What follows belongs to an exercise in optimizing a design on an open flow for small area, a short achievable clock period and few clock cycles per item; a production flow would make more cautious choices. Function was not checked in any run shown here: the RTL went through the layout flow alone. Power and IR drop assume default switching activity.

$ cat flow/design.v
module alu_multicycle #(
  parameter int WORD_SIZE = 32
) (
  input  logic                 clk,
  input  logic                 reset,
  input  logic                 start,
  input  logic [3:0]           alu_ctr,
  input  logic [WORD_SIZE-1:0] R2,
  input  logic [WORD_SIZE-1:0] R3,
  output logic [WORD_SIZE-1:0] alu_out,
  output logic [WORD_SIZE-1:0] hi_out,
  output logic                 zero,
  output logic                 div_zero,
  output logic                 busy,
  output logic                 done
);
  localparam int W = WORD_SIZE;
  localparam logic [3:0] OP_AND  = 4'b0000;
  localparam logic [3:0] OP_ADD  = 4'b0001;
  localparam logic [3:0] OP_SUB  = 4'b0010;
  localparam logic [3:0] OP_XOR  = 4'b0011;
  localparam logic [3:0] OP_NOR  = 4'b0100;
  localparam logic [3:0] OP_OR   = 4'b0101;
  localparam logic [3:0] OP_SLT  = 4'b0110;
  localparam logic [3:0] OP_SLTU = 4'b0111;
  localparam logic [3:0] OP_SLL  = 4'b1000;
  localparam logic [3:0] OP_SRL  = 4'b1001;
  localparam logic [3:0] OP_SRA  = 4'b1010;
  localparam logic [3:0] OP_MULU = 4'b1100;
  localparam logic [3:0] OP_DIVU = 4'b1101;
  localparam logic [1:0] S_IDLE = 2'd0;
  localparam logic [1:0] S_MUL  = 2'd1;
  localparam logic [1:0] S_DIV  = 2'd2;
  function automatic logic [5:0] lzc32(input logic [31:0] v);
    logic [5:0] r;
    logic [3:0] n;
    logic [1:0] z;
    logic [2:0] idx;
    r = 6'd32;
    for (int i = 0; i < 8; i++) begin
      n = v[4*i +: 4];
      z = n[3] ? 2'd0 : n[2] ? 2'd1 : n[1] ? 2'd2 : 2'd3;
      idx = 7 - i;
      if (|n) r = {1'b0, idx, z};
    end
    lzc32 = r;
  endfunction
  logic [1:0]   state_q;
  logic [4:0]   cnt_q;
  logic [W-1:0] h_q, l_q;    
  logic [W:0]   x_q;         
  logic [W-1:0] y_q;         
  logic [3:0]   dig_q;       
  logic         done_q, dz_q;
  logic accept;
  assign accept = start & (state_q == S_IDLE);
  logic [W:0]   sub_w;
  logic         ltu, lts;
  logic [W-1:0] single_res;
  logic [4:0]   shamt;
  assign sub_w = {1'b0, R2} - {1'b0, R3};
  assign ltu   = sub_w[W];
  assign lts   = (R2[W-1] ^ R3[W-1]) ? R2[W-1] : ltu;
  assign shamt = R3[4:0];
  always_comb begin
    case (alu_ctr)
      OP_AND:  single_res = R2 & R3;
      OP_ADD:  single_res = R2 + R3;
      OP_SUB:  single_res = sub_w[W-1:0];
      OP_XOR:  single_res = R2 ^ R3;
      OP_NOR:  single_res = ~(R2 | R3);
      OP_OR:   single_res = R2 | R3;
      OP_SLT:  single_res = {{(W-1){1'b0}}, lts};
      OP_SLTU: single_res = {{(W-1){1'b0}}, ltu};
      OP_SLL:  single_res = R2 << shamt;
      OP_SRL:  single_res = R2 >> shamt;
      OP_SRA:  single_res = $unsigned($signed(R2) >>> shamt);
      default: single_res = '0;
    endcase
  end
  logic [5:0] lz_a, lz_b;
  logic       mul_swap;           
  logic [W-1:0] mplier, mcand;
  logic [2:0] mtop;               
  logic [3:0] mdig;
  logic       mul_zero;
  logic [5:0] dshift_w;
  logic [4:0] dshift;             
  logic       div_short;          
  assign lz_a     = lzc32(R2);
  assign lz_b     = lzc32(R3);
  assign mul_swap = (lz_a[5:2] > lz_b[5:2]);
  assign mplier   = mul_swap ? R2 : R3;
  assign mcand    = mul_swap ? R3 : R2;
  assign mtop     = 3'd7 - (mul_swap ? lz_a[4:2] : lz_b[4:2]);
  assign mdig     = mplier[4*mtop +: 4];
  assign mul_zero = lz_a[5] | lz_b[5];
  assign dshift_w  = lz_b - lz_a;
  assign dshift    = dshift_w[4:0] | 5'd1;
  assign div_short = (lz_a >= lz_b);
  logic [W+3:0]   mul_pp;
  logic [W+4:0]   mul_lo;
  logic [W-5:0]   mul_hi;
  assign mul_pp = x_q[W-1:0] * dig_q;
  assign mul_lo = {1'b0, l_q, 4'b0000} + {1'b0, mul_pp};
  assign mul_hi = h_q[W-5:0] + {{(W-5){1'b0}}, mul_lo[W+4]};
  logic [W+1:0] div_d1, div_d2;
  logic         div_q1, div_q2;
  logic [W-1:0] div_r1, div_r2;
  assign div_d1 = {2'b00, h_q} - {1'b0, x_q};
  assign div_q1 = ~div_d1[W+1];
  assign div_r1 = div_q1 ? div_d1[W-1:0] : h_q;
  assign div_d2 = {2'b00, div_r1} - {2'b00, x_q[W:1]};
  assign div_q2 = ~div_d2[W+1];
  assign div_r2 = div_q2 ? div_d2[W-1:0] : div_r1;
  logic last;
  assign last = (cnt_q == 5'd0);
  always_ff @(posedge clk) begin
    if (reset) begin
      state_q <= S_IDLE;
      done_q  <= 1'b0;
    end else begin
      done_q <= 1'b0;
      case (state_q)
        S_IDLE: if (start) begin
          case (alu_ctr)
            OP_MULU: begin
              if (!mul_zero) state_q <= S_MUL;
              else done_q <= 1'b1;
            end
            OP_DIVU: begin
              if (!(lz_b[5] | div_short)) state_q <= S_DIV;
              else done_q <= 1'b1;
            end
            default: done_q <= 1'b1;
          endcase
        end
        S_MUL: if (last) begin
          state_q <= S_IDLE;
          done_q  <= 1'b1;
        end
        S_DIV: if (last) begin
          state_q <= S_IDLE;
          done_q  <= 1'b1;
        end
        default: state_q <= S_IDLE;
      endcase
    end
  end
  always_ff @(posedge clk) begin
    case (state_q)
      S_IDLE: if (start) begin
        dz_q <= 1'b0;
        case (alu_ctr)
          OP_MULU: begin
            h_q   <= '0;
            l_q   <= '0;
            x_q   <= {1'b0, mcand};
            y_q   <= mplier;
            dig_q <= mdig;
            cnt_q <= {2'b00, mtop};
          end
          OP_DIVU: begin
            if (lz_b[5]) begin
              l_q  <= '1;
              h_q  <= R2;
              dz_q <= 1'b1;
            end else if (div_short) begin
              l_q <= {{(W-1){1'b0}}, ~ltu};
              h_q <= ltu ? R2 : sub_w[W-1:0];
            end else begin
              l_q   <= '0;
              h_q   <= R2;
              x_q   <= {1'b0, R3} << dshift;
              cnt_q <= {1'b0, dshift[4:1]};
            end
          end
          default: begin
            l_q <= single_res;
            h_q <= '0;
          end
        endcase
      end
      S_MUL: begin
        {h_q, l_q} <= {mul_hi, mul_lo[W+3:0]};
        dig_q      <= y_q[4*(cnt_q[2:0] - 3'd1) +: 4];
        cnt_q      <= cnt_q - 5'd1;
      end
      S_DIV: begin
        h_q   <= div_r2;
        l_q   <= {l_q[W-3:0], div_q1, div_q2};
        x_q   <= x_q >> 2;
        cnt_q <= cnt_q - 5'd1;
      end
      default: ;
    endcase
  end
  assign alu_out  = l_q;
  assign hi_out   = h_q;
  assign zero     = (l_q == '0);
  assign div_zero = dz_q;
  assign done     = done_q;
  assign busy     = (state_q != S_IDLE);
endmodule
$ cat flow/run.sh
#!/bin/bash
# synth_recipe.tcl (not shown) runs the flow's synth.tcl, then flattens the netlist and writes it again
# the make line also repeats each setting of config.mk as NAME=value (left out here)
make -C /OpenROAD-flow-scripts/flow DESIGN_CONFIG=/design/flow/config.mk WORK_HOME=/design/flow/orfs CLKGATE_MAP_FILE= SYNTH_SCRIPT=/design/flow/synth_recipe.tcl finish
$ cat flow/config.mk
export PLATFORM = sky130hd
export DESIGN_NAME = alu_multicycle
export DESIGN_NICKNAME = alu_multicycle
export VERILOG_FILES = /design/flow/design.v
export SDC_FILE = /design/flow/constraint.sdc
export NUM_CORES = 4
export LEC_CHECK = 0
export ABC_CLOCK_PERIOD_IN_PS = 3500
export CAP_MARGIN = 20
export CORE_MARGIN = 2
export CORE_UTILIZATION = 40
export SETUP_SLACK_MARGIN = 1.5
export SLEW_MARGIN = 20
$ cat flow/constraint.sdc
create_clock -name core_clock -period 5.5 [get_ports {clk}]
set_input_delay 1.1000 -clock core_clock [delete_from_list [all_inputs] [get_ports {clk}]]
set_output_delay 1.1000 -clock core_clock [all_outputs]
set_load 0.01 [all_outputs]
==> out/results.ini, run 1 <==
[timing]
fin_crit_sh_pct = 115
slew_headroom_pct = 26.0
hold_viol_final = 0
fin_ws_ns = -0.811
min_period_ns = 6.31
setup_violations = 31
rsz0062_at_grt = true
max_freq_mhz = 158
slew_viol_final = 0
tightest_slew_ns = 1.10
fin_tns_setup_ns = -14.79
clock_skew_ns = 0.0204

[power_and_ir_drop]
powerDensity_nw_per_um2 = 208
power_frac_clock_pct = 14.7
ir_worst_vdd_mv = 0.184
leakagePower_nw = 18.6
switching_share_pct = 47.0
pwr-share-comb_pct = 69.5
p_int_mw = 4.76
pwr-share-seq_pct = 15.8
p_switching_mw = 4.22

[floorplanning]
die-area_um2 = 74500
start_util_pct = 40.4
core_area_um2 = 71600
die_h_um = 273
pin_count = 139
dieWidth_um = 273
fp-row-count = 98

[setup_path]
slowest_delay_ns = 0.53
startpoint_type = register
timing.rr.end = h_q[31]
path_class = reg -> reg
reg2reg_depth = 27
cpMostUsedCell = fa_1
r2r_start = dig_q[3]
crit_slowest_cell = fa_1
r2r_slack_ns = -0.81
setup.worst_path.end_class = register
worstPathRequired_ns = 5.74
critPathMaxFanout = 7
arrival_ns = 6.55

[yosys]
synth_cell_types = 100
synth_cells = 3790
synth-edff-count = 139
ys_async_sr_fraction_pct = 0
ys_ff_latch = 142
synthAdderAreaFrac_pct = 16.3
synth-xor-area-share_pct = 3.84
yosysTopAreaCell = edfxtp_1
netlist.area_leader.share_pct = 14.4
synthMuxAreaShare_pct = 9.38
syn_nets = 4180
avgSynthCellArea_um2 = 7.64
synth.most_common_cell = a21oi_1
synth_area_leaders = edfxtp_1 (14%), ha_1 (9.6%), fa_1 (6.6%), a21oi_1 (6.2%), mux4_2 (5.4%)
synth_common_cells = a21oi_1 (357), inv_1 (338), nand2_1 (337), nor2_1 (313), o21ai_0 (239)
synth_top_family_by_area = compound AO/OA/AOI/OAI gates
synthSimpleGateAreaFrac_pct = 19.4
synth_compound_area_share_pct = 28.5
synth-seq-area-share_pct = 14.6
synthFlopType = edfxtp_1
syn-cell-area_um2 = 28900
ys_warn_count = 1

[clock_network]
hold_buffers = 0
cts_buffers = 17
clock_sinks = 142
cts_tree = yes
clockBufferDepth = 2
h-tree-depth = 4
clkTransAtPathRegs_ns = 0.07
cts-root-buf = clkbuf_16
clock_latency_ns = 0.51

[finish]
area_growth_pct = 49.0
final_cells = 5717
fin_nets = 5138
drive_gt1_share_pct = 35.7
utilization_pct = 60.2

[grt]
met3_usage_pct = 10.9
grt_busiest_layer = met2
groute.layer.met2.usage_pct = 68.9
grt_pass1_vias = 35082
grt_max_degree = 76
grtUsageTotal_pct = 44.8
grt_first_pass_wirelength_um = 243000
antenna_found_initial = 8
grt_use_met1_pct = 55.3
grt_overflow = 0

[routing]
remaining_drc_errors = 0
drt_wl_total_um = 173000
dr_total_vias = 36725
first_pass_iters = 8
postRouteAntennaNets = 0
drt_iter0_drc = 4855
viasPerCell = 6.42
post_drt_wl_per_cell_um = 30.2

[place]
place_congestion = 1.09
place_inst = 5517
dp_hpwl_um = 134000
port_buffers = 138

[run]
maxCapViolCount = 0

[outcome]
failed_checks = negative setup slack
outcome = finished with violations

[worst_hold_path]
hold-path-endpoint = cnt_q[4]
holdCritStartpoint = cnt_q[4]
min_path_cells = 2
hp-class = reg -> reg

[power by group through the flow]
stage	Sequential [mW]	Clock, mW	Combinational, mW
floorplan	1.44	0	2.82
global placement	1.44	0	5.24
detailed placement	1.44	0	5.24
CTS	1.42	1.32	5.71
global route	1.43	1.37	6.53
finish	1.42	1.32	6.24
[critical path: cells and delay by family, from the launching register on]
| family | cells | cell delay (ns) |
|---|---|---|
| compound gates | 9 | 1.28 |
| buf+inv | 5 | 0.63 |
| xor+xnor | 2 | 0.42 |
| simple gates | 6 | 1.30 |
| flops | 1 | 0.48 |
| fa+ha+maj | 5 | 1.93 |
[layout make-up]
class,instances,area (um^2)
Inverter,342,1300
Timing Repair Buffer,1184,10200
Clock inverter,15,189
Clock buffer,17,425
Sequential cell,142,4230
Antenna cell,6,15.0
Fill cell,6471,28500
Multi-Input combinational cell,3061,25600
Tap cell,950,1190
[how the worst max path moves through the flow]
| stage | startpoint | endpoint | slack [ns] |
|---|---|---|---|
| 2_1_floorplan | dig_q[1] | h_q[28] | -0.39 |
| 3_3_place_gp | x_q[15] | h_q[31] | -0.82 |
| 3_5_place_dp | x_q[15] | h_q[27] | -0.89 |
| 4_1_cts | dig_q[3] | h_q[23] | -0.74 |
| 5_1_grt | dig_q[3] | h_q[28] | -1.01 |
| 6_report | dig_q[3] | h_q[31] | -0.81 |
[routing by layer]
metal  vias up  routed length [um]  share of wire, %
met5         -                  57             0.033
met4         8               14900               8.6
met3       678               19600                11
met2      2592               74300                43
met1     17621               63700                37
li1      15826                   -                 -
[registers in the layout, summed over array words and instances, names as in the netlist]
signal   count
y_q         32
done_q       1
l_q         32
cnt_q        5
x_q         33
h_q         32
dig_q        4
dz_q         1
state_q      2
[cell usage in the layout (no fill, tap or decap), drive strengths merged, types with 16 or more instances in the layout]
master / netlist / layout
or3: 25 / 25
edfxtp: 139 / 139
nor2: 315 / 315
o221ai: 16 / 16
o21a: 33 / 33
a22oi: 29 / 29
a31oi: 41 / 41
buf: 57 / 1053
o2111ai: 22 / 22
nand3: 75 / 75
and3: 32 / 32
nand2: 339 / 339
a21oi: 357 / 357
o31ai: 23 / 23
or2: 21 / 21
ha: 223 / 223
a211oi: 49 / 49
nand2b: 36 / 36
a221oi: 53 / 53
clkdlybuf4s50: 0 / 115
clkbuf: 189 / 24
xnor2: 89 / 89
nor4: 37 / 37
o21ai: 263 / 264
fa: 96 / 96
o22ai: 47 / 47
a21o: 69 / 69
inv: 341 / 348
nor2b: 18 / 18
o21bai: 34 / 34
o211ai: 30 / 30
mux4: 69 / 69
mux2i: 89 / 89
and2: 135 / 135
mux2: 24 / 24
xor2: 38 / 38
a221o: 24 / 24
nor3: 86 / 86
nand4: 33 / 33
[cell families after synthesis]
| logic type | after synthesis |
|---|---|
| AOI/OAI and AO/OA | 1255 |
| and+or+nand+nor | 1177 |
| buffers and inverters | 588 |
| adders and majority gates | 319 |
| muxes | 182 |
| DFF | 142 |
| xor gates and xnor gates | 127 |
[what timing repair did]
item | CTS | global route
setup endpoints to repair | 178 | 172
cloned | 7 | 4
pin swaps | 162 | 150
buffers inserted | 99 | 52
gates resized for setup | 413 | 252
[stage by stage]
step / hold WS [ns] / instance area (um^2) / power (mW) / setup WS, ns
2_1_floorplan: 0.576 / 30200 / 4.26 / -0.392
3_3_place_gp: 0.633 / 38300 / 6.68 / -0.822
3_5_place_dp: 0.660 / 38300 / 6.68 / -0.894
4_1_cts: 0.677 / 41500 / 8.45 / -0.738
5_1_grt: 0.732 / 43100 / 9.32 / -1.01
6_report: 0.687 / 43100 / 8.99 / -0.811
==> run 2, diff against run 1 <==
--- a/flow/config.mk
+++ b/flow/config.mk
@@ -6,8 +6,6 @@
 export NUM_CORES = 4
 export LEC_CHECK = 0
-export ABC_CLOCK_PERIOD_IN_PS = 3500
 export CAP_MARGIN = 20
 export CORE_MARGIN = 2
 export CORE_UTILIZATION = 40
-export SETUP_SLACK_MARGIN = 1.5
 export SLEW_MARGIN = 20
==> run 2 against run 1 <==
The layout still fails its checks (negative setup slack). Global-route usage decreased by 2.0 points. Clock power shrank 5%. Power is 5.7% lower. First-iteration DRC count rose by 5.7%. Critical path depth increased by 1. Non-clock buffer count down 24. Sequential cell count stayed put. Die area unchanged. Routed wire length is 4.8% lower. Count of clock-buffer cells in the layout unchanged. Clock skew barely moved. Worst hold slack lost 0.018 ns. Critical endpoint unchanged.
==> out/results.ini, run 2 <==
[outcome]
outcome = finished with violations
failed_checks = negative setup slack

[yosys]
ys_ff_latch = 142  ; unchanged
synth_cell_types = 100  ; unchanged
ys_warn_count = 1  ; unchanged
syn-cell-area_um2 = 28900  ; unchanged
syn_nets = 4180  ; unchanged
yosysTopAreaCell = edfxtp_1
netlist.area_leader.share_pct = 14.4  ; unchanged
synth-edff-count = 139  ; unchanged
synth-seq-area-share_pct = 14.6  ; unchanged
synthFlopType = edfxtp_1
synth_cells = 3790  ; unchanged
synth.most_common_cell = a21oi_1
avgSynthCellArea_um2 = 7.64  ; unchanged
synth_common_cells = a21oi_1 (357), inv_1 (338), nand2_1 (337), nor2_1 (313), o21ai_0 (239)
synth_area_leaders = edfxtp_1 (14%), ha_1 (9.6%), fa_1 (6.6%), a21oi_1 (6.2%), mux4_2 (5.4%)
ys_async_sr_fraction_pct = 0  ; unchanged

[floorplanning]
pin_count = 139  ; unchanged
core_area_um2 = 71600  ; unchanged
die-area_um2 = 74500  ; unchanged
start_util_pct = 40.4  ; unchanged
fp-row-count = 98  ; unchanged
die_h_um = 273  ; unchanged
dieWidth_um = 273  ; unchanged

[setup_path]
timing.rr.end = h_q[31]
startpoint_type = register
r2r_start = dig_q[1]
crit_buf_inv = 6  ; +1
arrival_ns = 6.49  ; -0.06 ns
crit_slowest_cell = fa_1
critPathMaxFanout = 5  ; -2
worstPathRequired_ns = 5.70  ; -0.04 ns
reg2reg_depth = 28  ; +3.7%
slowest_delay_ns = 0.52  ; about the same
r2r_slack_ns = -0.79  ; +0.02 ns
path_class = reg -> reg
cp_top_family = compound AO/OA/AOI/OAI gates
setup.worst_path.end_class = register

[grt]
grt_pass1_vias = 34227  ; -2.4%
grt_overflow = 0  ; unchanged
antenna_found_initial = 8  ; unchanged
grt_first_pass_wirelength_um = 233000  ; -3.9%
grtUsageTotal_pct = 42.8  ; -2.0 points
grt_max_degree = 62  ; -18%

[routing]
drt_wl_total_um = 164000  ; -4.8%
first_pass_iters = 9  ; +1
viasPerCell = 6.38  ; -0.70%
drt_iter0_drc = 5131  ; +5.7%
remaining_drc_errors = 0  ; unchanged
post_drt_wl_per_cell_um = 28.9  ; -4.3%
dr_total_vias = 36289  ; -1.2%
postRouteAntennaNets = 0  ; unchanged

[finish]
final_common_cell = buf_4
utilization_pct = 57.1  ; -3.1 points
largest_register_ff_count = 33  ; unchanged
ff_latch_area_um2 = 4230  ; unchanged
fill_cells = 6729  ; +4.0%
multiInputGateArea_um2 = 24000  ; -6.0%
regMostFlops = x_q
drive_gt1_share_pct = 30.4  ; -5.3 points
fin_nets = 5113  ; -0.49%
area_growth_pct = 41.3
mostFrequentLayoutCells = buf_4 (961), nand2_1 (331), inv_1 (325)

[clock_network]
clkTransAtPathRegs_ns = 0.07  ; about the same
cts_tree = yes
cts_buffers = 17  ; unchanged
h-tree-depth = 4  ; unchanged
clock_latency_ns = 0.48  ; -0.03 ns
clock_sinks = 142  ; unchanged
cts-root-buf = clkbuf_16
hold_buffers = 0  ; unchanged
clockBufferDepth = 2  ; unchanged

[timing]
hold_viol_final = 0  ; unchanged
max_freq_mhz = 159  ; +0.35%
rsz0062_at_grt = true
slew_headroom_pct = 19.1  ; -6.9 points
slew_viol_final = 0  ; unchanged
tightest_slew_ns = 1.20  ; +0.103 ns
fin_crit_sh_pct = 114  ; -0.40 points
setup_violations = 33  ; +6.5%
min_period_ns = 6.29  ; -0.0218 ns
worst_hold_slack_ns = 0.669  ; -0.0179 ns
clock_skew_ns = 0.0202  ; -0.000283 ns
fin_ws_ns = -0.789  ; +0.0218 ns

[power_and_ir_drop]
leakagePower_nw = 18.0  ; -2.9%
powerDensity_nw_per_um2 = 207  ; -0.51%
ir_worst_vdd_mv = 0.234  ; +27%

[worst_hold_path]
holdCritStartpoint = cnt_q[4]
min_path_cells = 2  ; unchanged
hp-class = reg -> reg
hold-path-endpoint = cnt_q[4]

[place]
port_buffers = 138  ; unchanged
dp_hpwl_um = 132000  ; -1.9%
place_congestion = 1.13  ; +3.6%

[run]
maxCapViolCount = 0  ; unchanged

run 2: cells by family after synthesis:
kind of cell               Yosys count  share of synthesized area [%]
AOI/OAI and AO/OA                 1255                           28.5
and+or+nand+nor                   1177                           19.4
buffers and inverters              588                           7.89
adders and majority gates          319                           16.3
muxes                              182                           9.38
DFF                                142                           14.6
xor gates and xnor gates           127                           3.84
run 2: layout make-up:
cell class / count / share of cell area [%]
multi-input combinational: 3060 / 58.8
clock buffer: 17 / 1.04
clock inverter: 15 / 0.422
timing repair buffer: 1160 / 23.3
sequential: 142 / 10.4
antenna: 3 / 0.0184
tap: 950 / 2.91
inverter: 342 / 3.15
run 2: per-stage QoR:
| stage | area, um^2 | setup TNS, ns | power [mW] | setup WS (ns) | cells |
|---|---|---|---|---|---|
| floorplan | 29100 | -1.82 | 4.06 | -0.395 | 3790 |
| detailed placement | 38200 | -67.67 | 6.60 | -1.14 | 5590 |
| global route | 40900 | -20.67 | 8.80 | -0.963 | 5686 |
| global placement | 38200 | -63.67 | 6.58 | -1.12 | 5590 |
| finish | 40900 | -16.08 | 8.48 | -0.789 | 5689 |
| CTS | 39900 | -12.73 | 8.10 | -0.742 | 5661 |
run 2: power breakdown:
part           internal, mW  switching (mW)
registers              1.31           0.113
logic                  2.56            3.25
clock network         0.683           0.567
total                  4.55            3.93
run 2: worst reg2reg max path, delay by kind of cell, from the launching register on:
| kind | cells | cell delay [ns] |
|---|---|---|
| AO/OA/AOI/OAI | 11 | 2.12 |
| XOR/XNOR | 2 | 0.34 |
| adder cells (fa/ha/maj) | 5 | 1.94 |
| AND/OR/NAND/NOR | 4 | 0.57 |
| buffers and inverters | 6 | 0.66 |
| flip-flops | 1 | 0.38 |
run 2: layer usage:
metal	GRT usage (%)	part of all wire [%]	vias up
met4	27.7	7.9	12
met3	9.90	12	616
li1	-	-	15758
met5	0	0.049	-
met1	54.4	38	17397
met2	65.0	43	2506
run 2: worst max-delay path by stage:
stage                  start  cells after the start  endpoint  slack [ns]
floorplan           dig_q[1]                     27   h_q[28]       -0.39
global placement       R2[0]                     25   x_q[15]       -1.12
detailed placement     R2[0]                     25   x_q[15]       -1.14
CTS                 dig_q[1]                     27   h_q[31]       -0.74
global route        dig_q[1]                     28   h_q[31]       -0.96
finish              dig_q[1]                     28   h_q[31]       -0.79
run 2: timing repair:
action                     in CTS  in global routing
cloned                          4                  0
setup buffers                  44                 34
gates resized for setup       170                168
pin swaps                     102                110
setup endpoints to repair      69                 72

==> afterwards: timing with drivers on the ports <==
The results above use ideal ports. As a check the final layouts listed here were re-extracted and re-timed, cells and wires unchanged.
Step 1 (the two cells are an assumption about what drives the block):
set clk [get_ports {clk}]
set_driving_cell -lib_cell sky130_fd_sc_hd__clkbuf_16 $clk
set_driving_cell -lib_cell sky130_fd_sc_hd__buf_2 [delete_from_list [all_inputs] $clk]
Step 2 moves the port delays by t, midway between the first and last clock arrival at a register: inputs arrive t later, outputs are due t later. That takes back most of the time a late clock gives input paths.
Slacks: no drivers / after step 1 / after step 2; pairs: no drivers / after step 1.
run	t, ns	slack for setup (ns)	worst setup path after step 2
run 1	0.567	-0.811 / -0.811 / -0.811	register to register
run 2	0.528	-0.789 / -0.789 / -0.789	register to register
